Context: an optimization exercise on an open-source flow, tuned for small area. The choices shown serve that exercise and are no tape-out recipe.
Where RTL was checked, it was by simulation tests only, not by an equivalence proof against the original.
Power figures rest on the tool's default switching activity, not on a simulated workload.

==> inputs of build 78 <==
==> flow/design.v <==
`default_nettype none
`default_nettype wire
`default_nettype none
module tsi_frame_counter (
	input  logic       clk,
	input  logic       reset,
	input  logic       input_valid,
	output logic [1:0] pos_chan,    
	output logic [2:0] pos_bit,     
	output logic       frame_end,
	output logic       played
);
	logic [4:0] count;
	assign pos_chan = count[4:3];
	assign pos_bit  = count[2:0];
	assign frame_end = input_valid && (count == 5'd31);
	always_ff @(posedge clk)
	begin
		if (reset)
		begin
			count  <= '0;    
			played <= 1'b0;  
		end
		else
		begin
			if (input_valid)
				count <= count + 1'b1;  
			if (frame_end)
				played <= 1'b1;
		end
	end
endmodule
`default_nettype wire
`default_nettype none
module tsi_conn_memory (
	input  logic        clk,
	input  logic        reset,
	input  logic [21:0] control,
	input  logic [1:0]  pos_chan,
	output logic [71:0] conn_words   
);
	logic [8:0] words [32];  
	logic       wr_en;
	logic [4:0] wr_addr;
	logic [15:0] wr_data;
	logic       wr_on;
	logic [8:0] wr_code;
	assign wr_en   = control[21];
	assign wr_addr = control[20:16];
	assign wr_data = control[15:0];
	assign wr_on = !reset && wr_data[13];
	assign wr_code = {wr_on && !wr_data[15], wr_on ? wr_data[7:0] : 8'd0};
	always_ff @(posedge clk)
	begin
		for (int i = 0; i < 32; i++)
		begin
			if (reset || (wr_en && (wr_addr == 5'(i))))
				words[i] <= wr_code;  
		end
	end
	for (genvar k = 0; k < 8; k++)
	begin : g_stream
		for (genvar j = 0; j < 9; j++)
		begin : g_bit
			tsi_mux4 u_sel (
				.d ({words[4*k + 3][j], words[4*k + 2][j], words[4*k + 1][j], words[4*k][j]}),
				.s (pos_chan),
				.y (conn_words[9*k + j])
			);
		end
	end
endmodule
`default_nettype wire
`default_nettype none
module tsi_speech_memory (
	input  logic        clk,
	input  logic        input_valid,
	input  logic [1:0]  pos_chan,
	input  logic [7:0]  stream_in,
	input  logic [39:0] src_slots,   
	output logic [15:0] src_bits     
);
	logic [55:0] line [8];
	logic [31:0] slot_bits;
	always_ff @(posedge clk)
	begin
		for (int k = 0; k < 8; k++)
		begin
			if (input_valid)
				line[k] <= {line[k][54:0], stream_in[k]};
		end
	end
	for (genvar k = 0; k < 8; k++)
	begin : g_slot_stream
		for (genvar cs = 0; cs < 4; cs++)
		begin : g_slot_chan
			tsi_mux4 u_tap (
				.d ({line[k][8*(7 - cs) - 1], line[k][8*(6 - cs) - 1],
				     line[k][8*(5 - cs) - 1], line[k][8*(4 - cs) - 1]}),
				.s (pos_chan),
				.y (slot_bits[4*k + cs])
			);
		end
	end
	for (genvar k = 0; k < 8; k++)
	begin : g_read
		tsi_mux32 u_read (
			.d (slot_bits),
			.s (src_slots[5*k +: 4]),
			.y (src_bits[2*k +: 2])
		);
	end
endmodule
`default_nettype wire
`default_nettype none
module tsi_output_select (
	input  logic        clk,
	input  logic        reset,
	input  logic        input_valid,
	input  logic        played,
	input  logic [1:0]  pos_chan,
	input  logic [2:0]  pos_bit,
	input  logic [71:0] conn_words,
	input  logic [15:0] src_bits,
	output logic [7:0]  stream_out,
	output logic        sync
);
	logic [7:0] pat_lo;     
	logic [7:0] pat_hi;     
	logic [7:0] next_bits;  
	for (genvar k = 0; k < 8; k++)
	begin : g_pat
		tsi_mux4 u_lo (
			.d (conn_words[9*k +: 4]),
			.s (pos_bit[1:0]),
			.y (pat_lo[k])
		);
		tsi_mux4 u_hi (
			.d (conn_words[9*k + 4 +: 4]),
			.s (pos_bit[1:0]),
			.y (pat_hi[k])
		);
	end
	always_comb
	begin
		for (int k = 0; k < 8; k++)
		begin
			if (!played)
				next_bits[k] = 1'b0;                                     
			else if (conn_words[9*k + 8])
				next_bits[k] = src_bits[2*k + 32'(conn_words[9*k + 4])];  
			else
				next_bits[k] = pos_bit[2] ? pat_hi[k] : pat_lo[k];       
		end
	end
	always_ff @(posedge clk)
	begin
		if (reset)
		begin
			stream_out <= '0;
			sync       <= 1'b0;
		end
		else
		begin
			if (input_valid)
				stream_out <= next_bits;
			sync <= input_valid && played && (pos_chan == 2'd0) && (pos_bit == 3'd0);
		end
	end
endmodule
`default_nettype wire
`default_nettype none
module tsi_switch (
	input  logic        clk,
	input  logic        reset,
	input  logic        input_valid,
	input  logic [21:0] control,      
	input  logic [7:0]  stream_in,
	output logic [7:0]  stream_out,
	output logic        sync
);
	logic [1:0] pos_chan;   
	logic [2:0] pos_bit;    
	logic frame_end;        
	logic played;           
	logic [71:0] conn_words;
	logic [39:0] src_slots;
	logic [15:0] src_bits;  
	always_comb
	begin
		for (int k = 0; k < 8; k++)
			src_slots[5*k +: 5] = conn_words[9*k +: 5];
	end
	tsi_frame_counter u_tsi_frame_counter (
		.clk         (clk),
		.reset       (reset),
		.input_valid (input_valid),
		.pos_chan    (pos_chan),
		.pos_bit     (pos_bit),
		.frame_end   (frame_end),
		.played      (played)
	);
	tsi_conn_memory u_tsi_conn_memory (
		.clk        (clk),
		.reset      (reset),
		.control    (control),
		.pos_chan   (pos_chan),
		.conn_words (conn_words)
	);
	tsi_speech_memory u_tsi_speech_memory (
		.clk         (clk),
		.input_valid (input_valid),
		.pos_chan    (pos_chan),
		.stream_in   (stream_in),
		.src_slots   (src_slots),
		.src_bits    (src_bits)
	);
	tsi_output_select u_tsi_output_select (
		.clk         (clk),
		.reset       (reset),
		.input_valid (input_valid),
		.played      (played),
		.pos_chan    (pos_chan),
		.pos_bit     (pos_bit),
		.conn_words  (conn_words),
		.src_bits    (src_bits),
		.stream_out  (stream_out),
		.sync        (sync)
	);
endmodule
module tsi_mux4 (
	input  logic [3:0] d,
	input  logic [1:0] s,
	output logic       y
);
	assign y = d[s];
endmodule
module tsi_mux32 (
	input  logic [31:0] d,
	input  logic [3:0]  s,
	output logic [1:0]  y
);
	logic [7:0] l1;
	for (genvar g = 0; g < 8; g++)
	begin : g_l1
		tsi_mux4 u_l1 (.d (d[4*g +: 4]), .s (s[1:0]), .y (l1[g]));
	end
	for (genvar g = 0; g < 2; g++)
	begin : g_l2
		tsi_mux4 u_l2 (.d (l1[4*g +: 4]), .s (s[3:2]), .y (y[g]));
	end
endmodule
`default_nettype wire
==> flow/flow/run.sh <==
#!/bin/bash
# standard layout, with clock tree synthesis told not to add dummy loads
export CTS_ARGS="-sink_clustering_enable -repair_clock_nets -dont_use_dummy_load -buf_list sky130_fd_sc_hd__clkbuf_8 -sink_clustering_size 22 -sink_clustering_max_diameter 60"
bash standard.sh finish > standard.log 2>&1
==> flow/standard.sh <==
#!/bin/bash
# synth_recipe.tcl (not shown) runs the flow's synth.tcl, then flattens the netlist and writes it again
# the make line also repeats each setting of config.mk as NAME=value (left out here)
make -C /OpenROAD-flow-scripts/flow DESIGN_CONFIG=/design/flow/config.mk WORK_HOME=/design/flow/orfs CLKGATE_MAP_FILE= SYNTH_SCRIPT=/design/flow/synth_recipe.tcl "${@:-finish}"
==> flow/config.mk <==
export PLATFORM = sky130hd
export DESIGN_NAME = tsi_switch
export DESIGN_NICKNAME = tsi_switch
export VERILOG_FILES = /design/flow/design.v
export SDC_FILE = /design/flow/constraint.sdc
export NUM_CORES = 4
export LEC_CHECK = 0
export CAP_MARGIN = 20
export CORE_MARGIN = 2
export CORE_UTILIZATION = 60
export PLACE_DENSITY = 0.75
export SLEW_MARGIN = 20
export SYNTH_HIERARCHICAL = 1
export SYNTH_MINIMUM_KEEP_SIZE = 0
==> flow/constraint.sdc <==
create_clock -name core_clock -period 8.0 [get_ports {clk}]
set_input_delay 1.6000 -clock core_clock [delete_from_list [all_inputs] [get_ports {clk}]]
set_output_delay 1.6000 -clock core_clock [all_outputs]
set_load 0.01 [all_outputs]
==> inputs of build 74, as changes to build 78 <==
--- a/flow/design.v
+++ b/flow/design.v
@@ -7,12 +7,21 @@
 	input  logic       input_valid,
 	output logic [1:0] pos_chan,    
 	output logic [2:0] pos_bit,     
+	output logic [3:0] chan_hot,    
+	output logic [7:0] bit_hot,     
 	output logic       frame_end,
 	output logic       played
 );
 	logic [4:0] count;
 	assign pos_chan = count[4:3];
 	assign pos_bit  = count[2:0];
+	always_comb
+	begin
+		for (int i = 0; i < 4; i++)
+			chan_hot[i] = (pos_chan == 2'(i));
+		for (int i = 0; i < 8; i++)
+			bit_hot[i] = (pos_bit == 3'(i));
+	end
 	assign frame_end = input_valid && (count == 5'd31);
 	always_ff @(posedge clk)
 	begin
@@ -36,7 +45,7 @@
 	input  logic        clk,
 	input  logic        reset,
 	input  logic [21:0] control,
-	input  logic [1:0]  pos_chan,
+	input  logic [3:0]  chan_hot,    
 	output logic [71:0] conn_words   
 );
 	logic [8:0] words [32];  
@@ -62,9 +71,9 @@
 	begin : g_stream
 		for (genvar j = 0; j < 9; j++)
 		begin : g_bit
-			tsi_mux4 u_sel (
+			tsi_sel4 u_sel (
 				.d ({words[4*k + 3][j], words[4*k + 2][j], words[4*k + 1][j], words[4*k][j]}),
-				.s (pos_chan),
+				.s (chan_hot),
 				.y (conn_words[9*k + j])
 			);
 		end
@@ -75,7 +84,7 @@
 module tsi_speech_memory (
 	input  logic        clk,
 	input  logic        input_valid,
-	input  logic [1:0]  pos_chan,
+	input  logic [3:0]  chan_hot,    
 	input  logic [7:0]  stream_in,
 	input  logic [39:0] src_slots,   
 	output logic [15:0] src_bits     
@@ -94,10 +103,10 @@
 	begin : g_slot_stream
 		for (genvar cs = 0; cs < 4; cs++)
 		begin : g_slot_chan
-			tsi_mux4 u_tap (
+			tsi_sel4 u_tap (
 				.d ({line[k][8*(7 - cs) - 1], line[k][8*(6 - cs) - 1],
 				     line[k][8*(5 - cs) - 1], line[k][8*(4 - cs) - 1]}),
-				.s (pos_chan),
+				.s (chan_hot),
 				.y (slot_bits[4*k + cs])
 			);
 		end
@@ -120,25 +129,20 @@
 	input  logic        played,
 	input  logic [1:0]  pos_chan,
 	input  logic [2:0]  pos_bit,
+	input  logic [7:0]  bit_hot,
 	input  logic [71:0] conn_words,
 	input  logic [15:0] src_bits,
 	output logic [7:0]  stream_out,
 	output logic        sync
 );
-	logic [7:0] pat_lo;     
-	logic [7:0] pat_hi;     
+	logic [7:0] pat;        
 	logic [7:0] next_bits;  
 	for (genvar k = 0; k < 8; k++)
 	begin : g_pat
-		tsi_mux4 u_lo (
-			.d (conn_words[9*k +: 4]),
-			.s (pos_bit[1:0]),
-			.y (pat_lo[k])
-		);
-		tsi_mux4 u_hi (
-			.d (conn_words[9*k + 4 +: 4]),
-			.s (pos_bit[1:0]),
-			.y (pat_hi[k])
+		tsi_sel8 u_pat (
+			.d (conn_words[9*k +: 8]),
+			.s (bit_hot),
+			.y (pat[k])
 		);
 	end
 	always_comb
@@ -150,7 +154,7 @@
 			else if (conn_words[9*k + 8])
 				next_bits[k] = src_bits[2*k + 32'(conn_words[9*k + 4])];  
 			else
-				next_bits[k] = pos_bit[2] ? pat_hi[k] : pat_lo[k];       
+				next_bits[k] = pat[k];  
 		end
 	end
 	always_ff @(posedge clk)
@@ -181,6 +185,8 @@
 );
 	logic [1:0] pos_chan;   
 	logic [2:0] pos_bit;    
+	logic [3:0] chan_hot;   
+	logic [7:0] bit_hot;    
 	logic frame_end;        
 	logic played;           
 	logic [71:0] conn_words;
@@ -197,6 +203,8 @@
 		.input_valid (input_valid),
 		.pos_chan    (pos_chan),
 		.pos_bit     (pos_bit),
+		.chan_hot    (chan_hot),
+		.bit_hot     (bit_hot),
 		.frame_end   (frame_end),
 		.played      (played)
 	);
@@ -204,13 +212,13 @@
 		.clk        (clk),
 		.reset      (reset),
 		.control    (control),
-		.pos_chan   (pos_chan),
+		.chan_hot   (chan_hot),
 		.conn_words (conn_words)
 	);
 	tsi_speech_memory u_tsi_speech_memory (
 		.clk         (clk),
 		.input_valid (input_valid),
-		.pos_chan    (pos_chan),
+		.chan_hot    (chan_hot),
 		.stream_in   (stream_in),
 		.src_slots   (src_slots),
 		.src_bits    (src_bits)
@@ -222,6 +230,7 @@
 		.played      (played),
 		.pos_chan    (pos_chan),
 		.pos_bit     (pos_bit),
+		.bit_hot     (bit_hot),
 		.conn_words  (conn_words),
 		.src_bits    (src_bits),
 		.stream_out  (stream_out),
@@ -235,6 +244,20 @@
 );
 	assign y = d[s];
 endmodule
+module tsi_sel4 (
+	input  logic [3:0] d,
+	input  logic [3:0] s,
+	output logic       y
+);
+	assign y = |(d & s);
+endmodule
+module tsi_sel8 (
+	input  logic [7:0] d,
+	input  logic [7:0] s,
+	output logic       y
+);
+	assign y = |(d & s);
+endmodule
 module tsi_mux32 (
 	input  logic [31:0] d,
 	input  logic [3:0]  s,
==> flow/flow/run.sh (replaced) <==
#!/bin/bash
# standard layout, with clock tree synthesis told not to add dummy loads
export CTS_ARGS="-sink_clustering_enable -repair_clock_nets -dont_use_dummy_load -buf_list sky130_fd_sc_hd__clkbuf_8 -sink_clustering_size 22 -sink_clustering_max_diameter 50"
bash standard.sh finish > standard.log 2>&1
- CORE_UTILIZATION: 60 -> 70
- PLACE_DENSITY: 0.75 -> 0.85
==> comparison table <==
CP startpoint: build 78 u_tsi_frame_counter.count[4]; build 74 u_tsi_frame_counter.count[3]
Global-route usage over all layers: build 78 0.205; build 74 0.258
Cell Area, Synth: build 78 27,900 um^2; build 74 27,500 um^2
Row count: build 78 78; build 74 72
Total CTS buffers: build 78 45; build 74 48
Post-layout min period: build 78 4110 ps; build 74 4290 ps
Utilization of the core after routing: build 78 0.652; build 74 0.758
CP max stage delay: build 78 890 ps; build 74 700 ps
Syn_area_per_cell: build 78 26.0 um^2; build 74 20.7 um^2
Invs w/o clock: build 78 0; build 74 3
End point of the worst hold path: build 78 u_tsi_speech_memory.line[5][1]; build 74 u_tsi_speech_memory.line[0][29]
Area of placed instances: build 78 29,100 um^2; build 74 28,600 um^2
Power Clock: build 78 1.54 mW; build 74 1.58 mW
Skew final: build 78 76.2 ps; build 74 100 ps
Actual slew at the worst max-slew pin: build 78 1100 ps; build 74 1080 ps
Psw: build 78 1.35 mW; build 74 1.38 mW
Total routed wirelength: build 78 47.7 mm; build 74 52.1 mm
Number of stages on the worst setup path: build 78 7; build 74 9
Status: build 78 complete, no violations; build 74 complete, no violations
Wire length of the first global-routing pass: build 78 71.5 mm; build 74 77.1 mm
Only the layout flow was run in build 78; the RTL was not checked for function there.

re-timing with driven ports:
Ports are ideal in the flow. The routed layouts listed here were re-timed in OpenROAD.
Step 1 (the two cells are an assumption about what drives the block):
set clk [get_ports {clk}]
set_driving_cell -lib_cell sky130_fd_sc_hd__clkbuf_16 $clk
set_driving_cell -lib_cell sky130_fd_sc_hd__buf_2 [delete_from_list [all_inputs] $clk]
Step 2 times the ports against the registers' clock, not the clock port: input delays grow and output delays shrink by t, the midpoint of the rising clock arrivals with the driver on.
a / b / c = ideal ports / drivers / drivers and shift; a / b = the first two.
| run | shift t [ns] | slack for setup (ns) | worst setup path after step 2 | worst register clock-pin slew, ns | worst data-port slew with drivers (ns) |
|---|---|---|---|---|---|
| build 78 | 0.679 | 3.889 / 3.889 / 3.889 | register to register | 0.12 / 0.12 | 0.05 |
| build 74 | 0.692 | 3.709 / 3.709 / 3.709 | register to register | 0.12 / 0.12 | 0.05 |
After both steps setup and hold are still met in every run listed.
